This is an optimization exercise on Yosys and OpenROAD, whose aim is small area, a short achievable clock period and few clock cycles per item, not a production implementation. In this exercise RTL edits were held to simulation tests only and were not proved equivalent to the original.

==> flow/design.v <==
    function automatic logic [4-1:0] gf_exp(logic [4-1:0] e);
        logic [4-1:0] v;
        case (e)  
            4'h0: v = 4'h1;
            4'h1: v = 4'h2;
            4'h2: v = 4'h4;
            4'h3: v = 4'h8;
            4'h4: v = 4'h3;
            4'h5: v = 4'h6;
            4'h6: v = 4'hC;
            4'h7: v = 4'hB;
            4'h8: v = 4'h5;
            4'h9: v = 4'hA;
            4'hA: v = 4'h7;
            4'hB: v = 4'hE;
            4'hC: v = 4'hF;
            4'hD: v = 4'hD;
            4'hE: v = 4'h9;
            4'hF: v = 4'h0;
            default: v = 4'h0;
        endcase
        gf_exp = v;
    endfunction
    function automatic logic [4-1:0] gf_log(logic [4-1:0] v);
        logic [4-1:0] k;
        case (v)
            4'h0: k = 4'hF;
            4'h1: k = 4'h0;
            4'h2: k = 4'h1;
            4'h3: k = 4'h4;
            4'h4: k = 4'h2;
            4'h5: k = 4'h8;
            4'h6: k = 4'h5;
            4'h7: k = 4'hA;
            4'h8: k = 4'h3;
            4'h9: k = 4'hE;
            4'hA: k = 4'h9;
            4'hB: k = 4'h7;
            4'hC: k = 4'h6;
            4'hD: k = 4'hD;
            4'hE: k = 4'hB;
            4'hF: k = 4'hC;
            default: k = 4'hF;
        endcase
        gf_log = k;
    endfunction
    function automatic logic [4-1:0] gf_mul(logic [4-1:0] a, logic [4-1:0] b);
        logic [4:0] sum;
        sum = a + b;
        if (sum >= 15) sum = sum - 15;
        if (a == 4'(15) || b == 4'(15)) begin
            gf_mul = 4'(15);
        end else begin
            gf_mul = sum[4-1:0];
        end
    endfunction
    function automatic logic [4-1:0] gf_add(logic [4-1:0] a, logic [4-1:0] b);
        gf_add = gf_log(gf_exp(a) ^ gf_exp(b));
    endfunction
    function automatic logic [4-1:0] gf_div(logic [4-1:0] a, logic [4-1:0] b);
        logic [4:0] diff;
        diff = a + 15 - b;
        if (diff >= 15) diff = diff - 15;
        if (a == 4'(15)) begin
            gf_div = 4'(15);
        end else begin
            gf_div = diff[4-1:0];
        end
    endfunction
    function automatic logic [2:0] poly_degree(logic [7-1:0][4-1:0] p);
        logic [2:0] deg;
        deg = '0;
        for (int i = 0; i < 7; i++) begin
            if (p[i] != 4'(15)) deg = 3'(i);
        end
        poly_degree = deg;
    endfunction
module bch_syndrome_load (
    input  logic              clk,
    input  logic              rst_n,
    input  logic              in_valid,
    input  logic [4-1:0]  in_syndrome,
    output logic              syn_valid,
    output logic [7-1:0][4-1:0]  syn_poly
);
    function automatic logic [4-1:0] gf_exp(logic [4-1:0] e);
        logic [4-1:0] v;
        case (e)  
            4'h0: v = 4'h1;
            4'h1: v = 4'h2;
            4'h2: v = 4'h4;
            4'h3: v = 4'h8;
            4'h4: v = 4'h3;
            4'h5: v = 4'h6;
            4'h6: v = 4'hC;
            4'h7: v = 4'hB;
            4'h8: v = 4'h5;
            4'h9: v = 4'hA;
            4'hA: v = 4'h7;
            4'hB: v = 4'hE;
            4'hC: v = 4'hF;
            4'hD: v = 4'hD;
            4'hE: v = 4'h9;
            4'hF: v = 4'h0;
            default: v = 4'h0;
        endcase
        gf_exp = v;
    endfunction
    function automatic logic [4-1:0] gf_log(logic [4-1:0] v);
        logic [4-1:0] k;
        case (v)
            4'h0: k = 4'hF;
            4'h1: k = 4'h0;
            4'h2: k = 4'h1;
            4'h3: k = 4'h4;
            4'h4: k = 4'h2;
            4'h5: k = 4'h8;
            4'h6: k = 4'h5;
            4'h7: k = 4'hA;
            4'h8: k = 4'h3;
            4'h9: k = 4'hE;
            4'hA: k = 4'h9;
            4'hB: k = 4'h7;
            4'hC: k = 4'h6;
            4'hD: k = 4'hD;
            4'hE: k = 4'hB;
            4'hF: k = 4'hC;
            default: k = 4'hF;
        endcase
        gf_log = k;
    endfunction
    function automatic logic [4-1:0] gf_mul(logic [4-1:0] a, logic [4-1:0] b);
        logic [4:0] sum;
        sum = a + b;
        if (sum >= 15) sum = sum - 15;
        if (a == 4'(15) || b == 4'(15)) begin
            gf_mul = 4'(15);
        end else begin
            gf_mul = sum[4-1:0];
        end
    endfunction
    function automatic logic [4-1:0] gf_add(logic [4-1:0] a, logic [4-1:0] b);
        gf_add = gf_log(gf_exp(a) ^ gf_exp(b));
    endfunction
    function automatic logic [4-1:0] gf_div(logic [4-1:0] a, logic [4-1:0] b);
        logic [4:0] diff;
        diff = a + 15 - b;
        if (diff >= 15) diff = diff - 15;
        if (a == 4'(15)) begin
            gf_div = 4'(15);
        end else begin
            gf_div = diff[4-1:0];
        end
    endfunction
    function automatic logic [2:0] poly_degree(logic [7-1:0][4-1:0] p);
        logic [2:0] deg;
        deg = '0;
        for (int i = 0; i < 7; i++) begin
            if (p[i] != 4'(15)) deg = 3'(i);
        end
        poly_degree = deg;
    endfunction
    localparam logic [4-1:0] ZERO_E = 4'(15);
    logic [2:0] cnt;
    logic [6-1:0][4-1:0] syn_shift;
    always_ff @(posedge clk or negedge rst_n) begin
        if (!rst_n) begin
            cnt       <= '0;
            syn_valid <= 1'b0;
        end else begin
            syn_valid <= 1'b0;
            if (in_valid) begin
                if (cnt == 3'(6 - 1)) begin
                    cnt       <= '0;
                    syn_valid <= 1'b1;
                end else begin
                    cnt <= cnt + 3'd1;
                end
            end
        end
    end
    always_ff @(posedge clk) begin
        if (in_valid) begin
            syn_shift <= {in_syndrome, syn_shift[6-1:1]};
        end
    end
    assign syn_poly = {ZERO_E, syn_shift};  
endmodule
module gf_poly_divider (
    input  logic              clk,
    input  logic              rst_n,
    input  logic              start,
    input  logic [7-1:0][4-1:0]  dividend,
    input  logic [7-1:0][4-1:0]  divisor,
    output logic              done,
    output logic [7-1:0][4-1:0]  quotient,
    output logic [7-1:0][4-1:0]  remainder
);
    function automatic logic [4-1:0] gf_exp(logic [4-1:0] e);
        logic [4-1:0] v;
        case (e)  
            4'h0: v = 4'h1;
            4'h1: v = 4'h2;
            4'h2: v = 4'h4;
            4'h3: v = 4'h8;
            4'h4: v = 4'h3;
            4'h5: v = 4'h6;
            4'h6: v = 4'hC;
            4'h7: v = 4'hB;
            4'h8: v = 4'h5;
            4'h9: v = 4'hA;
            4'hA: v = 4'h7;
            4'hB: v = 4'hE;
            4'hC: v = 4'hF;
            4'hD: v = 4'hD;
            4'hE: v = 4'h9;
            4'hF: v = 4'h0;
            default: v = 4'h0;
        endcase
        gf_exp = v;
    endfunction
    function automatic logic [4-1:0] gf_log(logic [4-1:0] v);
        logic [4-1:0] k;
        case (v)
            4'h0: k = 4'hF;
            4'h1: k = 4'h0;
            4'h2: k = 4'h1;
            4'h3: k = 4'h4;
            4'h4: k = 4'h2;
            4'h5: k = 4'h8;
            4'h6: k = 4'h5;
            4'h7: k = 4'hA;
            4'h8: k = 4'h3;
            4'h9: k = 4'hE;
            4'hA: k = 4'h9;
            4'hB: k = 4'h7;
            4'hC: k = 4'h6;
            4'hD: k = 4'hD;
            4'hE: k = 4'hB;
            4'hF: k = 4'hC;
            default: k = 4'hF;
        endcase
        gf_log = k;
    endfunction
    function automatic logic [4-1:0] gf_mul(logic [4-1:0] a, logic [4-1:0] b);
        logic [4:0] sum;
        sum = a + b;
        if (sum >= 15) sum = sum - 15;
        if (a == 4'(15) || b == 4'(15)) begin
            gf_mul = 4'(15);
        end else begin
            gf_mul = sum[4-1:0];
        end
    endfunction
    function automatic logic [4-1:0] gf_add(logic [4-1:0] a, logic [4-1:0] b);
        gf_add = gf_log(gf_exp(a) ^ gf_exp(b));
    endfunction
    function automatic logic [4-1:0] gf_div(logic [4-1:0] a, logic [4-1:0] b);
        logic [4:0] diff;
        diff = a + 15 - b;
        if (diff >= 15) diff = diff - 15;
        if (a == 4'(15)) begin
            gf_div = 4'(15);
        end else begin
            gf_div = diff[4-1:0];
        end
    endfunction
    function automatic logic [2:0] poly_degree(logic [7-1:0][4-1:0] p);
        logic [2:0] deg;
        deg = '0;
        for (int i = 0; i < 7; i++) begin
            if (p[i] != 4'(15)) deg = 3'(i);
        end
        poly_degree = deg;
    endfunction
    localparam logic [4-1:0] ZERO_E = 4'(15);
    logic       busy;
    logic [2:0] dsr_deg;   
    logic [7-1:0][4-1:0]   rem_q;
    logic [7-1:0][4-1:0]   quo_q;
    logic [7-1:0][4-1:0]   dsr_q;
    logic [2:0] rem_deg;
    logic [2:0] shift;
    logic [4-1:0]   coef;
    logic       finish;
    always_comb begin
        rem_deg = poly_degree(rem_q);
        finish  = (rem_q[rem_deg] == ZERO_E) || (rem_deg < dsr_deg);
        shift   = rem_deg - dsr_deg;
        coef    = gf_div(rem_q[rem_deg], dsr_q[dsr_deg]);
    end
    always_ff @(posedge clk or negedge rst_n) begin
        if (!rst_n) begin
            busy <= 1'b0;
            done <= 1'b0;
        end else begin
            done <= 1'b0;
            if (start) begin
                busy <= 1'b1;
            end else if (busy && finish) begin
                busy <= 1'b0;
                done <= 1'b1;
            end
        end
    end
    always_ff @(posedge clk) begin
        if (start) begin
            rem_q   <= dividend;
            dsr_q   <= divisor;
            dsr_deg <= poly_degree(divisor);
            quo_q   <= '1;  
        end else if (busy && !finish) begin
            quo_q[shift] <= coef;
            for (int i = 0; i < 7; i++) begin
                if (i >= int'(shift)) begin
                    rem_q[i] <= gf_add(rem_q[i], gf_mul(coef, dsr_q[i - int'(shift)]));
                end
            end
        end
    end
    assign quotient  = quo_q;
    assign remainder = rem_q;
endmodule
module bch_euclid_solver (
    input  logic              clk,
    input  logic              rst_n,
    input  logic              syn_valid,
    input  logic [7-1:0][4-1:0]  syn_poly,
    output logic              sigma_valid,
    output logic [4-1:0][4-1:0]   sigma
);
    function automatic logic [4-1:0] gf_exp(logic [4-1:0] e);
        logic [4-1:0] v;
        case (e)  
            4'h0: v = 4'h1;
            4'h1: v = 4'h2;
            4'h2: v = 4'h4;
            4'h3: v = 4'h8;
            4'h4: v = 4'h3;
            4'h5: v = 4'h6;
            4'h6: v = 4'hC;
            4'h7: v = 4'hB;
            4'h8: v = 4'h5;
            4'h9: v = 4'hA;
            4'hA: v = 4'h7;
            4'hB: v = 4'hE;
            4'hC: v = 4'hF;
            4'hD: v = 4'hD;
            4'hE: v = 4'h9;
            4'hF: v = 4'h0;
            default: v = 4'h0;
        endcase
        gf_exp = v;
    endfunction
    function automatic logic [4-1:0] gf_log(logic [4-1:0] v);
        logic [4-1:0] k;
        case (v)
            4'h0: k = 4'hF;
            4'h1: k = 4'h0;
            4'h2: k = 4'h1;
            4'h3: k = 4'h4;
            4'h4: k = 4'h2;
            4'h5: k = 4'h8;
            4'h6: k = 4'h5;
            4'h7: k = 4'hA;
            4'h8: k = 4'h3;
            4'h9: k = 4'hE;
            4'hA: k = 4'h9;
            4'hB: k = 4'h7;
            4'hC: k = 4'h6;
            4'hD: k = 4'hD;
            4'hE: k = 4'hB;
            4'hF: k = 4'hC;
            default: k = 4'hF;
        endcase
        gf_log = k;
    endfunction
    function automatic logic [4-1:0] gf_mul(logic [4-1:0] a, logic [4-1:0] b);
        logic [4:0] sum;
        sum = a + b;
        if (sum >= 15) sum = sum - 15;
        if (a == 4'(15) || b == 4'(15)) begin
            gf_mul = 4'(15);
        end else begin
            gf_mul = sum[4-1:0];
        end
    endfunction
    function automatic logic [4-1:0] gf_add(logic [4-1:0] a, logic [4-1:0] b);
        gf_add = gf_log(gf_exp(a) ^ gf_exp(b));
    endfunction
    function automatic logic [4-1:0] gf_div(logic [4-1:0] a, logic [4-1:0] b);
        logic [4:0] diff;
        diff = a + 15 - b;
        if (diff >= 15) diff = diff - 15;
        if (a == 4'(15)) begin
            gf_div = 4'(15);
        end else begin
            gf_div = diff[4-1:0];
        end
    endfunction
    function automatic logic [2:0] poly_degree(logic [7-1:0][4-1:0] p);
        logic [2:0] deg;
        deg = '0;
        for (int i = 0; i < 7; i++) begin
            if (p[i] != 4'(15)) deg = 3'(i);
        end
        poly_degree = deg;
    endfunction
    localparam logic [1:0] ST_IDLE   = 2'd0;  
    localparam logic [1:0] ST_DIVIDE = 2'd1;  
    localparam logic [1:0] ST_UPDATE = 2'd2;  
    localparam logic [1:0] ST_DONE   = 2'd3;  
    localparam logic [4-1:0] ZERO_E    = 4'(15);
    localparam logic [4-1:0] ONE_E     = '0;
    localparam logic [7*4-1:0] POLY_ZERO = '1;
    localparam logic [7*4-1:0] POLY_ONE  = {{(7-1){ZERO_E}}, ONE_E};
    localparam logic [7*4-1:0] POLY_X6   = {ONE_E, {(7-1){ZERO_E}}};
    logic [1:0]    state;
    logic [2:0]    k;           
    logic [2:0]    q_deg;
    logic          last_term;
    logic          stop;
    logic          early_stop;
    logic          div_start;
    logic          div_done;
    logic [7-1:0][4-1:0]      quotient;
    logic [7-1:0][4-1:0]      remainder;
    logic [7-1:0][4-1:0]      r_prev;
    logic [7-1:0][4-1:0]      r_cur;
    logic [7-1:0][4-1:0]      s_prev;
    logic [7-1:0][4-1:0]      s_cur;
    logic [7-1:0][4-1:0]      s_acc;
    logic [7-1:0][4-1:0]      s_next;
    gf_poly_divider u_divider (
        .clk       (clk),
        .rst_n     (rst_n),
        .start     (div_start),
        .dividend  (r_prev),
        .divisor   (r_cur),
        .done      (div_done),
        .quotient  (quotient),
        .remainder (remainder)
    );
    assign q_deg      = poly_degree(quotient);
    assign last_term  = (k == q_deg);
    assign stop       = poly_degree(remainder) < 3'(3);
    assign early_stop = poly_degree(syn_poly) < 3'(3);  
    always_comb begin
        s_next = s_acc;
        for (int i = 0; i < 7; i++) begin
            if (i >= int'(k)) begin
                s_next[i] = gf_add(s_acc[i], gf_mul(quotient[k], s_cur[i - int'(k)]));
            end
        end
    end
    always_ff @(posedge clk or negedge rst_n) begin
        if (!rst_n) begin
            state       <= ST_IDLE;
            k           <= '0;
            div_start   <= 1'b0;
            sigma_valid <= 1'b0;
        end else begin
            div_start   <= 1'b0;
            sigma_valid <= 1'b0;
            case (state)
                ST_IDLE: begin
                    if (syn_valid) begin
                        if (early_stop) begin
                            sigma_valid <= 1'b1;  
                        end else begin
                            state     <= ST_DIVIDE;
                            div_start <= 1'b1;
                        end
                    end
                end
                ST_DIVIDE: begin
                    if (div_done) begin
                        state <= ST_UPDATE;
                        k     <= '0;
                    end
                end
                ST_UPDATE: begin
                    k <= k + 3'd1;
                    if (last_term) begin
                        if (stop) begin
                            state <= ST_DONE;
                        end else begin
                            state     <= ST_DIVIDE;
                            div_start <= 1'b1;
                        end
                    end
                end
                ST_DONE: begin
                    sigma_valid <= 1'b1;
                    state       <= ST_IDLE;
                end
                default: state <= ST_IDLE;
            endcase
        end
    end
    always_ff @(posedge clk) begin
        case (state)
            ST_IDLE: begin
                if (syn_valid) begin
                    r_prev <= POLY_X6;
                    r_cur  <= syn_poly;
                    s_prev <= POLY_ZERO;
                    s_cur  <= POLY_ONE;
                    if (early_stop) sigma <= POLY_ONE[4*4-1:0];
                end
            end
            ST_DIVIDE: begin
                if (div_done) s_acc <= s_prev;
            end
            ST_UPDATE: begin
                s_acc <= s_next;
                if (last_term) begin  
                    s_prev <= s_cur;
                    s_cur  <= s_next;
                    r_prev <= r_cur;
                    r_cur  <= remainder;
                end
            end
            ST_DONE: sigma <= s_cur[4-1:0];
            default: ;
        endcase
    end
endmodule
module bch_chien_search (
    input  logic               clk,
    input  logic               rst_n,
    input  logic               sigma_valid,
    input  logic [4-1:0][4-1:0]    sigma,
    output logic               out_valid,
    output logic [4-1:0]  out_location
);
    function automatic logic [4-1:0] gf_exp(logic [4-1:0] e);
        logic [4-1:0] v;
        case (e)  
            4'h0: v = 4'h1;
            4'h1: v = 4'h2;
            4'h2: v = 4'h4;
            4'h3: v = 4'h8;
            4'h4: v = 4'h3;
            4'h5: v = 4'h6;
            4'h6: v = 4'hC;
            4'h7: v = 4'hB;
            4'h8: v = 4'h5;
            4'h9: v = 4'hA;
            4'hA: v = 4'h7;
            4'hB: v = 4'hE;
            4'hC: v = 4'hF;
            4'hD: v = 4'hD;
            4'hE: v = 4'h9;
            4'hF: v = 4'h0;
            default: v = 4'h0;
        endcase
        gf_exp = v;
    endfunction
    function automatic logic [4-1:0] gf_log(logic [4-1:0] v);
        logic [4-1:0] k;
        case (v)
            4'h0: k = 4'hF;
            4'h1: k = 4'h0;
            4'h2: k = 4'h1;
            4'h3: k = 4'h4;
            4'h4: k = 4'h2;
            4'h5: k = 4'h8;
            4'h6: k = 4'h5;
            4'h7: k = 4'hA;
            4'h8: k = 4'h3;
            4'h9: k = 4'hE;
            4'hA: k = 4'h9;
            4'hB: k = 4'h7;
            4'hC: k = 4'h6;
            4'hD: k = 4'hD;
            4'hE: k = 4'hB;
            4'hF: k = 4'hC;
            default: k = 4'hF;
        endcase
        gf_log = k;
    endfunction
    function automatic logic [4-1:0] gf_mul(logic [4-1:0] a, logic [4-1:0] b);
        logic [4:0] sum;
        sum = a + b;
        if (sum >= 15) sum = sum - 15;
        if (a == 4'(15) || b == 4'(15)) begin
            gf_mul = 4'(15);
        end else begin
            gf_mul = sum[4-1:0];
        end
    endfunction
    function automatic logic [4-1:0] gf_add(logic [4-1:0] a, logic [4-1:0] b);
        gf_add = gf_log(gf_exp(a) ^ gf_exp(b));
    endfunction
    function automatic logic [4-1:0] gf_div(logic [4-1:0] a, logic [4-1:0] b);
        logic [4:0] diff;
        diff = a + 15 - b;
        if (diff >= 15) diff = diff - 15;
        if (a == 4'(15)) begin
            gf_div = 4'(15);
        end else begin
            gf_div = diff[4-1:0];
        end
    endfunction
    function automatic logic [2:0] poly_degree(logic [7-1:0][4-1:0] p);
        logic [2:0] deg;
        deg = '0;
        for (int i = 0; i < 7; i++) begin
            if (p[i] != 4'(15)) deg = 3'(i);
        end
        poly_degree = deg;
    endfunction
    logic [4-1:0][4-1:0]           sig_q;
    logic [3-1:0][4-1:0]        list_q;
    logic [3-1:0][4-1:0]        list_next;
    logic             searching;
    logic [4-1:0]         pos;        
    logic [1:0]       hit_cnt;
    logic [1:0]       out_cnt;
    logic [4-1:0] eval_sum;   
    logic             hit;
    always_comb begin
        int e;
        eval_sum = '0;
        for (int i = 0; i < 4; i++) begin
            e = (i * (15 - int'(pos))) % 15;
            eval_sum = eval_sum ^ gf_exp(gf_mul(sig_q[i], 4'(e)));
        end
        hit = (eval_sum == '0);
        list_next = list_q;
        if (hit && hit_cnt < 2'(3)) list_next[hit_cnt] = pos;  
    end
    always_ff @(posedge clk or negedge rst_n) begin
        if (!rst_n) begin
            searching    <= 1'b0;
            pos          <= '0;
            hit_cnt      <= '0;
            out_cnt      <= '0;
            out_valid    <= 1'b0;
            out_location <= '0;
        end else if (sigma_valid) begin
            searching <= 1'b1;
            pos       <= '0;
            hit_cnt   <= '0;
        end else if (searching) begin
            pos <= pos + 4'd1;
            if (hit && hit_cnt < 2'(3)) hit_cnt <= hit_cnt + 2'd1;
            if (pos == 4'(15 - 1)) begin
                searching    <= 1'b0;
                out_valid    <= 1'b1;
                out_location <= list_next[0];  
                out_cnt      <= 2'd1;
            end
        end else if (out_valid) begin
            if (out_cnt == 2'(3)) begin
                out_valid    <= 1'b0;
                out_location <= '0;
            end else begin
                out_location <= list_q[out_cnt];
                out_cnt      <= out_cnt + 2'd1;
            end
        end
    end
    always_ff @(posedge clk) begin
        if (sigma_valid) begin
            sig_q  <= sigma;
            list_q <= '1;  
        end else if (searching) begin
            list_q <= list_next;
        end
    end
endmodule
module bch_decoder (
    input  logic               clk,
    input  logic               rst_n,
    input  logic               in_valid,
    input  logic [4-1:0] in_syndrome,
    output logic               out_valid,
    output logic [4-1:0]  out_location
);
    logic     syn_valid;
    logic [7-1:0][4-1:0] syn_poly;
    logic     sigma_valid;
    logic [4-1:0][4-1:0]   sigma;
    bch_syndrome_load u_syndrome_load (
        .clk         (clk),
        .rst_n       (rst_n),
        .in_valid    (in_valid),
        .in_syndrome (in_syndrome),
        .syn_valid   (syn_valid),
        .syn_poly    (syn_poly)
    );
    bch_euclid_solver u_solver (
        .clk         (clk),
        .rst_n       (rst_n),
        .syn_valid   (syn_valid),
        .syn_poly    (syn_poly),
        .sigma_valid (sigma_valid),
        .sigma       (sigma)
    );
    bch_chien_search u_chien (
        .clk          (clk),
        .rst_n        (rst_n),
        .sigma_valid  (sigma_valid),
        .sigma        (sigma),
        .out_valid    (out_valid),
        .out_location (out_location)
    );
endmodule
==> flow/run.sh <==
#!/bin/bash
# synth_recipe.tcl (not shown) runs the flow's synth.tcl, then flattens the netlist and writes it again
# the make line also repeats each setting of config.mk as NAME=value (left out here)
make -C /OpenROAD-flow-scripts/flow DESIGN_CONFIG=/design/flow/config.mk WORK_HOME=/design/flow/orfs CLKGATE_MAP_FILE= SYNTH_SCRIPT=/design/flow/synth_recipe.tcl finish
==> flow/config.mk <==
export PLATFORM = sky130hd
export DESIGN_NAME = bch_decoder
export DESIGN_NICKNAME = bch_decoder
export VERILOG_FILES = /design/flow/design.v
export SDC_FILE = /design/flow/constraint.sdc
export NUM_CORES = 4
export LEC_CHECK = 0
export CAP_MARGIN = 20
export CORE_MARGIN = 2
export CORE_UTILIZATION = 40
export SLEW_MARGIN = 20
==> flow/constraint.sdc <==
create_clock -name core_clock -period 10.0 [get_ports {clk}]
set_input_delay 2.0000 -clock core_clock [delete_from_list [all_inputs] [get_ports {clk}]]
set_output_delay 2.0000 -clock core_clock [all_outputs]
set_load 0.01 [all_outputs]
==> summary.txt <==
[path summary, 6_finish.rpt]
kind	from	to	slack (ps)	cells past startpoint
setup / recovery	u_solver.u_divider.rem_q[17]	register	570	38
hold / removal	u_solver.sigma[14]	u_chien.sig_q[14]	420	0
setup reg to reg	u_solver.u_divider.rem_q[17]	register	570	38
hold reg to reg	u_solver.sigma[14]	u_chien.sig_q[14]	420	0
max in group asynchronous	rst_n	u_solver.div_start	7770	2
min in group asynchronous	rst_n	u_solver.k[1]	1840	2
[layer usage]
layer,wire length [µm],vias to the layer above
met3,5320,162
li1,-,14500
met4,2660,0
met5,0,-
met1,43300,14000
met2,43400,801
[cell type report]
class / instances / area share
clock inverters: 31 / 0.00919
flip-flops and latches: 378 / 0.255
repair buffers: 73 / 0.0143
inverters: 321 / 0.0301
well taps: 1186 / 0.0369
multi-input cells: 3092 / 0.624
clock buffers: 54 / 0.0304
[metrics by stage]
stage | hold slack [ps] | setup TNS (ps) | util
floorplan | 400 | 0 | -
global placement | 400 | 0 | 0.420
detailed placement | 405 | 0 | 0.420
CTS | 419 | 0 | 0.437
global route | 424 | -0.0124 | 0.438
finish | 419 | 0 | 0.438
[critical path: cells and delay by family (launching register included)]
family | cells | cell delay [ps]
buffers and inverters | 6 | 970
xor gates and xnor gates | 1 | 260
DFF | 1 | 420
muxes | 5 | 1520
AOI/OAI and AO/OA | 8 | 1300
adders and majority gates | 9 | 3060
and+or+nand+nor | 9 | 1770
[logic make-up after synthesis]
family / Yosys count / synth area share
AO/OA/AOI/OAI: 992 / 0.194
AND/OR/NAND/NOR: 1076 / 0.145
multiplexers: 403 / 0.134
adder cells (fa/ha/maj): 478 / 0.165
XOR/XNOR: 143 / 0.0360
flip-flops: 378 / 0.277
buffers and inverters: 455 / 0.0490
[cells in the mapped netlist, drive strengths merged, types with 17 or more instances]
master and instances:
ha 458, inv 315, nand2 290, edfxtp 255, nor2 255, mux2i 225, a21oi 195, o21ai 166
mux2 116, nand2b 114, dfxtp 96, clkbuf 89, xnor2 83, nand3 78, a21o 68, mux4 62
xor2 60, o211ai 56, a211oi 54, and2 53, nor3 47, buf 45, nor2b 44, nand4 40
o21a 40, a31oi 37, o22ai 35, a221o 31, and3 28, dfrtp 27, o221ai 26, a211o 24
or3 24, nor3b 23, a22oi 22, o31ai 22, or2 22, fa 20, a221oi 18, a22o 17
[repair_timing]
action / 4_1_cts / 5_1_grt
endpoints found under the setup margin: 0 / 18
resized for setup: 0 / 10
buffers inserted: 0 / 2
==> run_results.csv <==
group,metric,value,unit
synth,synth_nets,4410,
placed_design,port_buffers,11,
cts,cts_tree,"yes",
flow_run,maxCapViolations,0,
critical_path,cp_slowest_cell,"sky130_fd_sc_hd__fa_1",
timing,worst_slew_margin_rel,0.258,
global_route,globalRouteMet3Util,0.0244,
synth,yosysSeqAreaShare,0.277,
global_route,grt.overflow.total,0,
synth,postSynthRegisterBits,378,
route,dr.first_iter.drc_count,2117,
synth,async_flop_share,0.0714,
critical_path,cpMostUsedCell,"sky130_fd_sc_hd__ha_1",
critical_path,peak_fanout_along_the_critical_path,12,
cts,clock_tree.root_cell,"sky130_fd_sc_hd__clkbuf_16",
floorplan,floorplan.initialDensity,0.404,
finish,filler_cell_count,8868,
finish,num_antenna_cells,0,
finish,area_delta_synth_final,8.44,%
cts,clock_latency,600,ps
global_route,gr-usage-all-layers,0.196,
floorplan,die_w,308,µm
status,status,"complete, no violations",
synth,post-synth-top-area-cell,"sky130_fd_sc_hd__edfxtp_1",
timing,period_minus_slack,9430,ps
synth,netlist_top_cells_area,"sky130_fd_sc_hd__edfxtp_1 21%, sky130_fd_sc_hd__ha_1 15%, sky130_fd_sc_hd__mux2i_1 6.0%",
synth,post_synth_num_cell_types,123,
global_route,groute.layer.met1.usage,0.269,
timing,fmax,106,MHz
synth,synth_warnings,4,
floorplan,core-area,0.0917,mm²
cts,hold_buffers_post_cts,0,
finish,layoutNonFillerInstCount,5135,
timing,timing_hold_violations_final,0,
global_route,global_route.peak_usage_layer,"met2",
route,post_drt_wl_per_cell,18.4,µm
global_route,antenna_violations_before_repair,1,
finish,fraction_of_final_layout_cells_sized_beyond_drive_strength_1,0.107,
critical_path,cp-start-kind,"register",
cts,clk_pin_slew,60,ps
critical_path,cp_data_arrival_time,9910,ps
critical_path,crit_path_max_incr_delay,560,ps
timing,final_max_slew_viol_count,0,
synth,syn-cell-area,0.0371,mm²
placed_design,dp.final_hpwl,70.2,mm
route,drt.antenna.violating_nets,0,
cts,cts-buffers-inserted,46,
timing,max_slew.worst_pin.slew,1110,ps
critical_path,critical_path_required,10480,ps
timing,period_share,0.943,
floorplan,io_pins,12,
synth,ys_dominant_reg_cell,"sky130_fd_sc_hd__edfxtp_1",
route,drt_first_pass_iters,5,
synth,synth-edff-count,255,
cts,max-clock-path-buffers,3,
finish,finalNetCount,4397,
finish,register_cell_area_after_layout,0.0103,mm²
route,vias,29400,
cts,cts.sinks,378,
placed_design,dp_cells,5047,
global_route,grt_util_met2,0.321,
min_path,min_path_type,"register to register",
finish,layout.cells.most_common,"sky130_fd_sc_hd__ha_1",
placed_design,place_ws,355,ps
finish,final_design_area_no_fill,0.0402,mm²
floorplan,die_area,0.0951,mm²
route,route.final.wire_length,94.7,mm
floorplan,placement_rows,111,
synth,post_synth_inst_count,3925,
synth,post_synth_top_area_share,0.207,
timing,fin_worst_skew,26.5,ps
global_route,first_global_vias,28000,
route,route.detailed.vias_per_inst,5.73,
synth,syn_avg_cell_area,9.44,µm²
global_route,pin_count_of_the_biggest_net_entering_global_routing,66,
timing,setup_viol_count_final,0,
placed_design,routabilityCongestion,0.964,
critical_path,setup.worst_path.class,"register to register",
cts,cts-htree-levels,2,
floorplan,die_h,308,µm
timing,finalWorstSetupSlack,572,ps
finish,combined_area_of_the_multi_input_logic_cells,0.0251,mm²
route,post-route-drc-count,0,
critical_path,critPathCaptureType,"register",
placed_design,placed_area,0.0385,mm²
finish,layout.cells.most_common_list,"456 x sky130_fd_sc_hd__ha_1, 311 x sky130_fd_sc_hd__inv_1, 289 x sky130_fd_sc_hd__nand2_1",
global_route,wire_length_of_the_first_global_routing_pass,152,mm
Testbench counts, summed over its fixed seeds: cycles 85,866, blocks 2,400.

## separate check: timing with driven ports
The results above use ideal ports. As a check the final layout listed here was re-extracted and re-timed, cells and wires unchanged.
Step 1 sets driving cells, clkbuf_16 on the clock port and buf_2 on the other inputs (assumed; they add their load-dependent delay and slew).
Step 2 adds t to the input delays and takes it off the output delays; t is the mean of the earliest and latest rising clock arrival at the registers after step 1. Input paths then give back, and output paths get back, about the clock's delay inside the block.
Three values: no drivers, after step 1, after step 2; two values: the first two.
t, ns: 0.657
setup slack, ns: 0.572 / 0.572 / 0.572
worst hold slack (ns): 0.419 / 0.419 / 0.419
After both steps this run still meets setup and hold. The setup slack of this run moves by 0.000 ns with the drivers and by 0.000 ns with both steps.
